Context: an optimization exercise on an open-source flow, tuned for a short achievable clock period and few clock cycles. The choices shown serve that exercise and are no tape-out recipe. In this exercise RTL edits were held to simulation tests only and were not proved equivalent to the original.

==> build 72: inputs <==
==> flow/design.v <==
package lpf_pkg;
  localparam int VALUE_WIDTH = 64;
  localparam int OUT_WIDTH   = 64;
  localparam int CNT_W       = $clog2(VALUE_WIDTH + 1);
  localparam logic [VALUE_WIDTH-1:0] FACTOR_TWO   = VALUE_WIDTH'(2);
  localparam logic [VALUE_WIDTH-1:0] FACTOR_THREE = VALUE_WIDTH'(3);
  localparam logic [VALUE_WIDTH-1:0] VAL_ONE      = VALUE_WIDTH'(1);
  localparam logic STATUS_OK   = 1'b0;
  localparam logic STATUS_ZERO = 1'b1;
  typedef enum logic [1:0] {
    ST_IDLE,
    ST_STRIP,
    ST_DIV,
    ST_DONE
  } lpf_state_t;
  typedef struct packed {
    logic                   start;
    logic [VALUE_WIDTH-1:0] dividend;
    logic [VALUE_WIDTH-1:0] divisor;
  } div_req_t;
  typedef struct packed {
    logic                   done;
    logic [VALUE_WIDTH-1:0] quot;
    logic [VALUE_WIDTH-1:0] rem;
  } div_rsp_t;
endpackage
module lpf_div (
  input  logic              clk,
  input  logic              rst_n,
  input  lpf_pkg::div_req_t req,
  output lpf_pkg::div_rsp_t rsp
);
  logic [lpf_pkg::VALUE_WIDTH-1:0] quo_r, quo_nxt;
  logic [lpf_pkg::VALUE_WIDTH-1:0] rem_r, rem_nxt;
  logic [lpf_pkg::VALUE_WIDTH-1:0] divisor_r, divisor_nxt;
  logic [lpf_pkg::CNT_W-1:0]       cnt_r, cnt_nxt;
  logic                            busy_r, busy_nxt;
  logic                            done_r, done_nxt;
  logic [lpf_pkg::VALUE_WIDTH:0]   shifted;
  logic [lpf_pkg::VALUE_WIDTH:0]   diff;
  logic                            prep_r, prep_nxt;
  logic [6:0]                      lz_q, lz_d, sh;
  always_comb begin
    lz_q = '0;
    lz_d = '0;
    for (int i = 0; i < lpf_pkg::VALUE_WIDTH; i++) begin
      if (quo_r[i])     lz_q = 7'(lpf_pkg::VALUE_WIDTH - 1 - i);
      if (divisor_r[i]) lz_d = 7'(lpf_pkg::VALUE_WIDTH - 1 - i);
    end
    if (lz_q + (7'(lpf_pkg::VALUE_WIDTH - 1) - lz_d) > 7'(lpf_pkg::VALUE_WIDTH - 1))
      sh = 7'(lpf_pkg::VALUE_WIDTH - 1);
    else
      sh = lz_q + (7'(lpf_pkg::VALUE_WIDTH - 1) - lz_d);
  end
  always_comb begin
    shifted     = {rem_r, quo_r[lpf_pkg::VALUE_WIDTH-1]};
    diff        = shifted - {1'b0, divisor_r};
    quo_nxt     = quo_r;
    rem_nxt     = rem_r;
    divisor_nxt = divisor_r;
    cnt_nxt     = cnt_r;
    busy_nxt    = busy_r;
    done_nxt    = 1'b0;
    prep_nxt    = 1'b0;
    if (req.start) begin
      quo_nxt     = req.dividend;
      rem_nxt     = '0;
      divisor_nxt = req.divisor;
      cnt_nxt     = lpf_pkg::CNT_W'(lpf_pkg::VALUE_WIDTH);
      prep_nxt    = 1'b1;
    end else if (prep_r) begin
      {rem_nxt, quo_nxt} = {{lpf_pkg::VALUE_WIDTH{1'b0}}, quo_r} << sh;
      cnt_nxt     = lpf_pkg::CNT_W'(lpf_pkg::VALUE_WIDTH) - lpf_pkg::CNT_W'(sh);
      busy_nxt    = 1'b1;
    end else if (busy_r) begin
      if (!diff[lpf_pkg::VALUE_WIDTH]) begin
        rem_nxt = diff[lpf_pkg::VALUE_WIDTH-1:0];
        quo_nxt = {quo_r[lpf_pkg::VALUE_WIDTH-2:0], 1'b1};
      end else begin
        rem_nxt = shifted[lpf_pkg::VALUE_WIDTH-1:0];
        quo_nxt = {quo_r[lpf_pkg::VALUE_WIDTH-2:0], 1'b0};
      end
      cnt_nxt = cnt_r - lpf_pkg::CNT_W'(1);
      if (cnt_r == lpf_pkg::CNT_W'(1)) begin
        busy_nxt = 1'b0;
        done_nxt = 1'b1;
      end
    end
  end
  always_ff @(posedge clk) begin
    if (!rst_n) begin
      busy_r <= 1'b0;
      done_r <= 1'b0;
      prep_r <= 1'b0;
      cnt_r  <= '0;
    end else begin
      busy_r <= busy_nxt;
      done_r <= done_nxt;
      prep_r <= prep_nxt;
      cnt_r  <= cnt_nxt;
    end
  end
  always_ff @(posedge clk) begin
    quo_r     <= quo_nxt;
    rem_r     <= rem_nxt;
    divisor_r <= divisor_nxt;
  end
  assign rsp.done = done_r;
  assign rsp.quot = quo_r;
  assign rsp.rem  = rem_r;
endmodule
module largest_prime_factor (
  input  logic                          clk,
  input  logic                          rst_n,
  input  logic                          in_valid,
  output logic                          in_stall,
  input  logic [lpf_pkg::OUT_WIDTH-1:0] in_value,
  output logic                          out_valid,
  input  logic                          out_stall,
  output logic [lpf_pkg::OUT_WIDTH-1:0] out_largest_factor,
  output logic                          out_status
);
  lpf_pkg::lpf_state_t             state_r, state_nxt;
  logic [lpf_pkg::VALUE_WIDTH-1:0] q_r, q_nxt;
  logic [lpf_pkg::VALUE_WIDTH-1:0] d_r, d_nxt;
  logic                            step4_r, step4_nxt;   
  logic [lpf_pkg::VALUE_WIDTH-1:0] d_next;
  logic [lpf_pkg::VALUE_WIDTH-1:0] best_r, best_nxt;
  logic                            err_r, err_nxt;
  logic [lpf_pkg::VALUE_WIDTH-1:0] out_factor_r, out_factor_nxt;
  logic                            out_status_r, out_status_nxt;
  logic                            out_valid_r, out_valid_nxt;
  logic [lpf_pkg::VALUE_WIDTH-1:0] in_masked;
  lpf_pkg::div_req_t               div_req;
  lpf_pkg::div_rsp_t               div_rsp;
  lpf_div u_div (
    .clk   (clk),
    .rst_n (rst_n),
    .req   (div_req),
    .rsp   (div_rsp)
  );
  assign in_masked = in_value[lpf_pkg::VALUE_WIDTH-1:0];
  assign in_stall  = (state_r != lpf_pkg::ST_IDLE);
  always_comb begin
    state_nxt        = state_r;
    q_nxt            = q_r;
    d_nxt            = d_r;
    step4_nxt        = step4_r;
    d_next           = d_r + (step4_r ? lpf_pkg::VALUE_WIDTH'(4) : lpf_pkg::FACTOR_TWO);
    best_nxt         = best_r;
    err_nxt          = err_r;
    out_factor_nxt   = out_factor_r;
    out_status_nxt   = out_status_r;
    out_valid_nxt    = out_valid_r && out_stall;
    div_req.start    = 1'b0;
    div_req.dividend = q_r;
    div_req.divisor  = d_r;
    case (state_r)
      lpf_pkg::ST_IDLE: begin
        if (in_valid) begin
          best_nxt = '0;
          if (in_masked == '0) begin
            err_nxt   = lpf_pkg::STATUS_ZERO;
            state_nxt = lpf_pkg::ST_DONE;
          end else begin
            err_nxt   = lpf_pkg::STATUS_OK;
            q_nxt     = in_masked;
            state_nxt = lpf_pkg::ST_STRIP;
          end
        end
      end
      lpf_pkg::ST_STRIP: begin
        if (!q_r[0]) begin
          q_nxt    = q_r >> 1;
          best_nxt = lpf_pkg::FACTOR_TWO;
        end else if (q_r == lpf_pkg::VAL_ONE) begin
          state_nxt = lpf_pkg::ST_DONE;
        end else begin
          d_nxt            = lpf_pkg::FACTOR_THREE;
          step4_nxt        = 1'b0;
          div_req.start    = 1'b1;
          div_req.divisor  = lpf_pkg::FACTOR_THREE;
          state_nxt        = lpf_pkg::ST_DIV;
        end
      end
      lpf_pkg::ST_DIV: begin
        if (div_rsp.done) begin
          if (div_rsp.rem == '0) begin
            q_nxt    = div_rsp.quot;
            best_nxt = d_r;
            if (div_rsp.quot == lpf_pkg::VAL_ONE) begin
              state_nxt = lpf_pkg::ST_DONE;
            end else begin
              div_req.start    = 1'b1;
              div_req.dividend = div_rsp.quot;
            end
          end else if (div_rsp.quot < d_r) begin
            best_nxt  = q_r;
            state_nxt = lpf_pkg::ST_DONE;
          end else begin
            d_nxt           = d_next;
            step4_nxt       = (d_r != lpf_pkg::FACTOR_THREE) && !step4_r;
            div_req.start   = 1'b1;
            div_req.divisor = d_next;
          end
        end
      end
      lpf_pkg::ST_DONE: begin
        if (!out_valid_r || !out_stall) begin
          out_factor_nxt = best_r;
          out_status_nxt = err_r;
          out_valid_nxt  = 1'b1;
          state_nxt      = lpf_pkg::ST_IDLE;
        end
      end
      default: begin
        state_nxt = lpf_pkg::ST_IDLE;
      end
    endcase
  end
  always_ff @(posedge clk) begin
    if (!rst_n) begin
      state_r     <= lpf_pkg::ST_IDLE;
      out_valid_r <= 1'b0;
    end else begin
      state_r     <= state_nxt;
      out_valid_r <= out_valid_nxt;
    end
  end
  always_ff @(posedge clk) begin
    q_r          <= q_nxt;
    d_r          <= d_nxt;
    step4_r      <= step4_nxt;
    best_r       <= best_nxt;
    err_r        <= err_nxt;
    out_factor_r <= out_factor_nxt;
    out_status_r <= out_status_nxt;
  end
  assign out_valid          = out_valid_r;
  assign out_largest_factor = lpf_pkg::OUT_WIDTH'(out_factor_r);
  assign out_status         = out_status_r;
endmodule
==> flow/run.sh <==
#!/bin/bash
# synth_recipe.tcl (not shown) runs the flow's synth.tcl, then flattens the netlist and writes it again
# the make line also repeats each setting of config.mk as NAME=value (left out here)
make -C /OpenROAD-flow-scripts/flow DESIGN_CONFIG=/design/flow/config.mk WORK_HOME=/design/flow/orfs CLKGATE_MAP_FILE= SYNTH_SCRIPT=/design/flow/synth_recipe.tcl finish
==> flow/config.mk <==
export PLATFORM = sky130hd
export DESIGN_NAME = largest_prime_factor
export DESIGN_NICKNAME = largest_prime_factor
export VERILOG_FILES = /design/flow/design.v
export SDC_FILE = /design/flow/constraint.sdc
export NUM_CORES = 4
export LEC_CHECK = 0
export CAP_MARGIN = 20
export CORE_MARGIN = 2
export CORE_UTILIZATION = 40
export SLEW_MARGIN = 20
==> flow/constraint.sdc <==
create_clock -name core_clock -period 8.0 [get_ports {clk}]
set_input_delay 1.6000 -clock core_clock [delete_from_list [all_inputs] [get_ports {clk}]]
set_output_delay 1.6000 -clock core_clock [all_outputs]
set_load 0.01 [all_outputs]
==> build 16 (differences from build 72) <==
==> flow/design.v, changed modules only <==
module lpf_div (
  input  logic              clk,
  input  logic              rst_n,
  input  lpf_pkg::div_req_t req,
  output lpf_pkg::div_rsp_t rsp
);
  logic [lpf_pkg::VALUE_WIDTH-1:0] quo_r, quo_nxt;
  logic [lpf_pkg::VALUE_WIDTH-1:0] rem_r, rem_nxt;
  logic [lpf_pkg::VALUE_WIDTH-1:0] divisor_r, divisor_nxt;
  logic [lpf_pkg::CNT_W-1:0]       cnt_r, cnt_nxt;
  logic                            busy_r, busy_nxt;
  logic                            done_r, done_nxt;
  logic [lpf_pkg::VALUE_WIDTH:0]   shifted;
  logic [lpf_pkg::VALUE_WIDTH:0]   diff;
  always_comb begin
    shifted     = {rem_r, quo_r[lpf_pkg::VALUE_WIDTH-1]};
    diff        = shifted - {1'b0, divisor_r};
    quo_nxt     = quo_r;
    rem_nxt     = rem_r;
    divisor_nxt = divisor_r;
    cnt_nxt     = cnt_r;
    busy_nxt    = busy_r;
    done_nxt    = 1'b0;
    if (req.start) begin
      quo_nxt     = req.dividend;
      cnt_nxt     = lpf_pkg::CNT_W'(lpf_pkg::VALUE_WIDTH);
      for (int s = 5; s >= 0; s--) begin
        if ((quo_nxt >> (lpf_pkg::VALUE_WIDTH - (1 << s))) == '0) begin
          quo_nxt = quo_nxt << (1 << s);
          cnt_nxt = cnt_nxt - lpf_pkg::CNT_W'(1 << s);
        end
      end
      rem_nxt     = '0;
      divisor_nxt = req.divisor;
      busy_nxt    = 1'b1;
    end else if (busy_r) begin
      if (!diff[lpf_pkg::VALUE_WIDTH]) begin
        rem_nxt = diff[lpf_pkg::VALUE_WIDTH-1:0];
        quo_nxt = {quo_r[lpf_pkg::VALUE_WIDTH-2:0], 1'b1};
      end else begin
        rem_nxt = shifted[lpf_pkg::VALUE_WIDTH-1:0];
        quo_nxt = {quo_r[lpf_pkg::VALUE_WIDTH-2:0], 1'b0};
      end
      cnt_nxt = cnt_r - lpf_pkg::CNT_W'(1);
      if (cnt_r == lpf_pkg::CNT_W'(1)) begin
        busy_nxt = 1'b0;
        done_nxt = 1'b1;
      end
    end
  end
  always_ff @(posedge clk) begin
    if (!rst_n) begin
      busy_r <= 1'b0;
      done_r <= 1'b0;
      cnt_r  <= '0;
    end else begin
      busy_r <= busy_nxt;
      done_r <= done_nxt;
      cnt_r  <= cnt_nxt;
    end
  end
  always_ff @(posedge clk) begin
    quo_r     <= quo_nxt;
    rem_r     <= rem_nxt;
    divisor_r <= divisor_nxt;
  end
  assign rsp.done = done_r;
  assign rsp.quot = quo_r;
  assign rsp.rem  = rem_r;
endmodule
module largest_prime_factor (
  input  logic                          clk,
  input  logic                          rst_n,
  input  logic                          in_valid,
  output logic                          in_stall,
  input  logic [lpf_pkg::OUT_WIDTH-1:0] in_value,
  output logic                          out_valid,
  input  logic                          out_stall,
  output logic [lpf_pkg::OUT_WIDTH-1:0] out_largest_factor,
  output logic                          out_status
);
  lpf_pkg::lpf_state_t             state_r, state_nxt;
  logic [lpf_pkg::VALUE_WIDTH-1:0] q_r, q_nxt;
  logic [lpf_pkg::VALUE_WIDTH-1:0] d_r, d_nxt;
  logic [lpf_pkg::VALUE_WIDTH-1:0] best_r, best_nxt;
  logic                            err_r, err_nxt;
  logic [lpf_pkg::VALUE_WIDTH-1:0] out_factor_r, out_factor_nxt;
  logic                            out_status_r, out_status_nxt;
  logic                            out_valid_r, out_valid_nxt;
  logic [lpf_pkg::VALUE_WIDTH-1:0] in_masked;
  lpf_pkg::div_req_t               div_req;
  lpf_pkg::div_rsp_t               div_rsp;
  lpf_div u_div (
    .clk   (clk),
    .rst_n (rst_n),
    .req   (div_req),
    .rsp   (div_rsp)
  );
  assign in_masked = in_value[lpf_pkg::VALUE_WIDTH-1:0];
  assign in_stall  = (state_r != lpf_pkg::ST_IDLE);
  always_comb begin
    state_nxt        = state_r;
    q_nxt            = q_r;
    d_nxt            = d_r;
    best_nxt         = best_r;
    err_nxt          = err_r;
    out_factor_nxt   = out_factor_r;
    out_status_nxt   = out_status_r;
    out_valid_nxt    = out_valid_r && out_stall;
    div_req.start    = 1'b0;
    div_req.dividend = q_r;
    div_req.divisor  = d_r;
    case (state_r)
      lpf_pkg::ST_IDLE: begin
        if (in_valid) begin
          best_nxt = '0;
          if (in_masked == '0) begin
            err_nxt   = lpf_pkg::STATUS_ZERO;
            state_nxt = lpf_pkg::ST_DONE;
          end else begin
            err_nxt   = lpf_pkg::STATUS_OK;
            q_nxt     = in_masked;
            state_nxt = lpf_pkg::ST_STRIP;
          end
        end
      end
      lpf_pkg::ST_STRIP: begin
        if (!q_r[0]) begin
          q_nxt    = q_r >> 1;
          best_nxt = lpf_pkg::FACTOR_TWO;
        end else if (q_r == lpf_pkg::VAL_ONE) begin
          state_nxt = lpf_pkg::ST_DONE;
        end else begin
          d_nxt            = lpf_pkg::FACTOR_THREE;
          div_req.start    = 1'b1;
          div_req.divisor  = lpf_pkg::FACTOR_THREE;
          state_nxt        = lpf_pkg::ST_DIV;
        end
      end
      lpf_pkg::ST_DIV: begin
        if (div_rsp.done) begin
          if (div_rsp.rem == '0) begin
            q_nxt    = div_rsp.quot;
            best_nxt = d_r;
            if (div_rsp.quot == lpf_pkg::VAL_ONE) begin
              state_nxt = lpf_pkg::ST_DONE;
            end else begin
              div_req.start    = 1'b1;
              div_req.dividend = div_rsp.quot;
            end
          end else if (div_rsp.quot < d_r) begin
            best_nxt  = q_r;
            state_nxt = lpf_pkg::ST_DONE;
          end else begin
            d_nxt           = d_r + lpf_pkg::FACTOR_TWO;
            div_req.start   = 1'b1;
            div_req.divisor = d_r + lpf_pkg::FACTOR_TWO;
          end
        end
      end
      lpf_pkg::ST_DONE: begin
        if (!out_valid_r || !out_stall) begin
          out_factor_nxt = best_r;
          out_status_nxt = err_r;
          out_valid_nxt  = 1'b1;
          state_nxt      = lpf_pkg::ST_IDLE;
        end
      end
      default: begin
        state_nxt = lpf_pkg::ST_IDLE;
      end
    endcase
  end
  always_ff @(posedge clk) begin
    if (!rst_n) begin
      state_r     <= lpf_pkg::ST_IDLE;
      out_valid_r <= 1'b0;
    end else begin
      state_r     <= state_nxt;
      out_valid_r <= out_valid_nxt;
    end
  end
  always_ff @(posedge clk) begin
    q_r          <= q_nxt;
    d_r          <= d_nxt;
    best_r       <= best_nxt;
    err_r        <= err_nxt;
    out_factor_r <= out_factor_nxt;
    out_status_r <= out_status_nxt;
  end
  assign out_valid          = out_valid_r;
  assign out_largest_factor = lpf_pkg::OUT_WIDTH'(out_factor_r);
  assign out_status         = out_status_r;
endmodule
==> trial 68 (differences from build 72) <==
--- a/flow/design.v
+++ b/flow/design.v
@@ -124,6 +124,4 @@
   logic [lpf_pkg::VALUE_WIDTH-1:0] q_r, q_nxt;
   logic [lpf_pkg::VALUE_WIDTH-1:0] d_r, d_nxt;
-  logic                            step4_r, step4_nxt;   
-  logic [lpf_pkg::VALUE_WIDTH-1:0] d_next;
   logic [lpf_pkg::VALUE_WIDTH-1:0] best_r, best_nxt;
   logic                            err_r, err_nxt;
@@ -146,6 +144,4 @@
     q_nxt            = q_r;
     d_nxt            = d_r;
-    step4_nxt        = step4_r;
-    d_next           = d_r + (step4_r ? lpf_pkg::VALUE_WIDTH'(4) : lpf_pkg::FACTOR_TWO);
     best_nxt         = best_r;
     err_nxt          = err_r;
@@ -178,5 +174,4 @@
         end else begin
           d_nxt            = lpf_pkg::FACTOR_THREE;
-          step4_nxt        = 1'b0;
           div_req.start    = 1'b1;
           div_req.divisor  = lpf_pkg::FACTOR_THREE;
@@ -199,8 +194,7 @@
             state_nxt = lpf_pkg::ST_DONE;
           end else begin
-            d_nxt           = d_next;
-            step4_nxt       = (d_r != lpf_pkg::FACTOR_THREE) && !step4_r;
+            d_nxt           = d_r + lpf_pkg::FACTOR_TWO;
             div_req.start   = 1'b1;
-            div_req.divisor = d_next;
+            div_req.divisor = d_r + lpf_pkg::FACTOR_TWO;
           end
         end
@@ -231,5 +225,4 @@
     q_r          <= q_nxt;
     d_r          <= d_nxt;
-    step4_r      <= step4_nxt;
     best_r       <= best_nxt;
     err_r        <= err_nxt;
==> comparison <==
- Clock skew: build 16 > trial 68 > build 72.
- Against trial 68, the critical path depth of build 16 is lower by 5.
- In trial 68 the synthesized cell count is larger than in build 16, by 7.0%.
- Cell count, lowest first: build 16, build 72, trial 68.
- First-iteration DRC count, highest first: build 72, trial 68, build 16.
Testbench counts of build 72, summed over its fixed seeds: cycles 1,039,162.
Testbench counts of build 16, summed over its fixed seeds: cycles 1,869,403.
Testbench counts of trial 68, summed over its fixed seeds: cycles 1,432,159.

==> what the ideal ports hide <==
No port has a modelled driver above. Below, the same layouts with a new extraction and two added sets of constraints. Step 1 assumes that a clkbuf_16 drives the clock port and a buf_2 every other input. Step 2, shift: input delay + t, output delay - t, t = (earliest + latest rising clock arrival at the registers) / 2. This alone moves slack from input paths to output paths. Slacks: ideal ports / drivers / drivers and shift; pairs: ideal ports / drivers.
run	shift t [ns]	setup slack, ns	worst setup path at the end	latest minus earliest clock arrival (ns)
build 72	0.720	0.671 / 0.671 / 0.671	register to register	0.039 / 0.039
build 16	0.728	1.036 / 1.036 / 1.036	register to register	0.047 / 0.047
trial 68	0.700	0.649 / 0.649 / 0.649	register to register	0.040 / 0.041
After both steps every run listed still meets setup and hold.
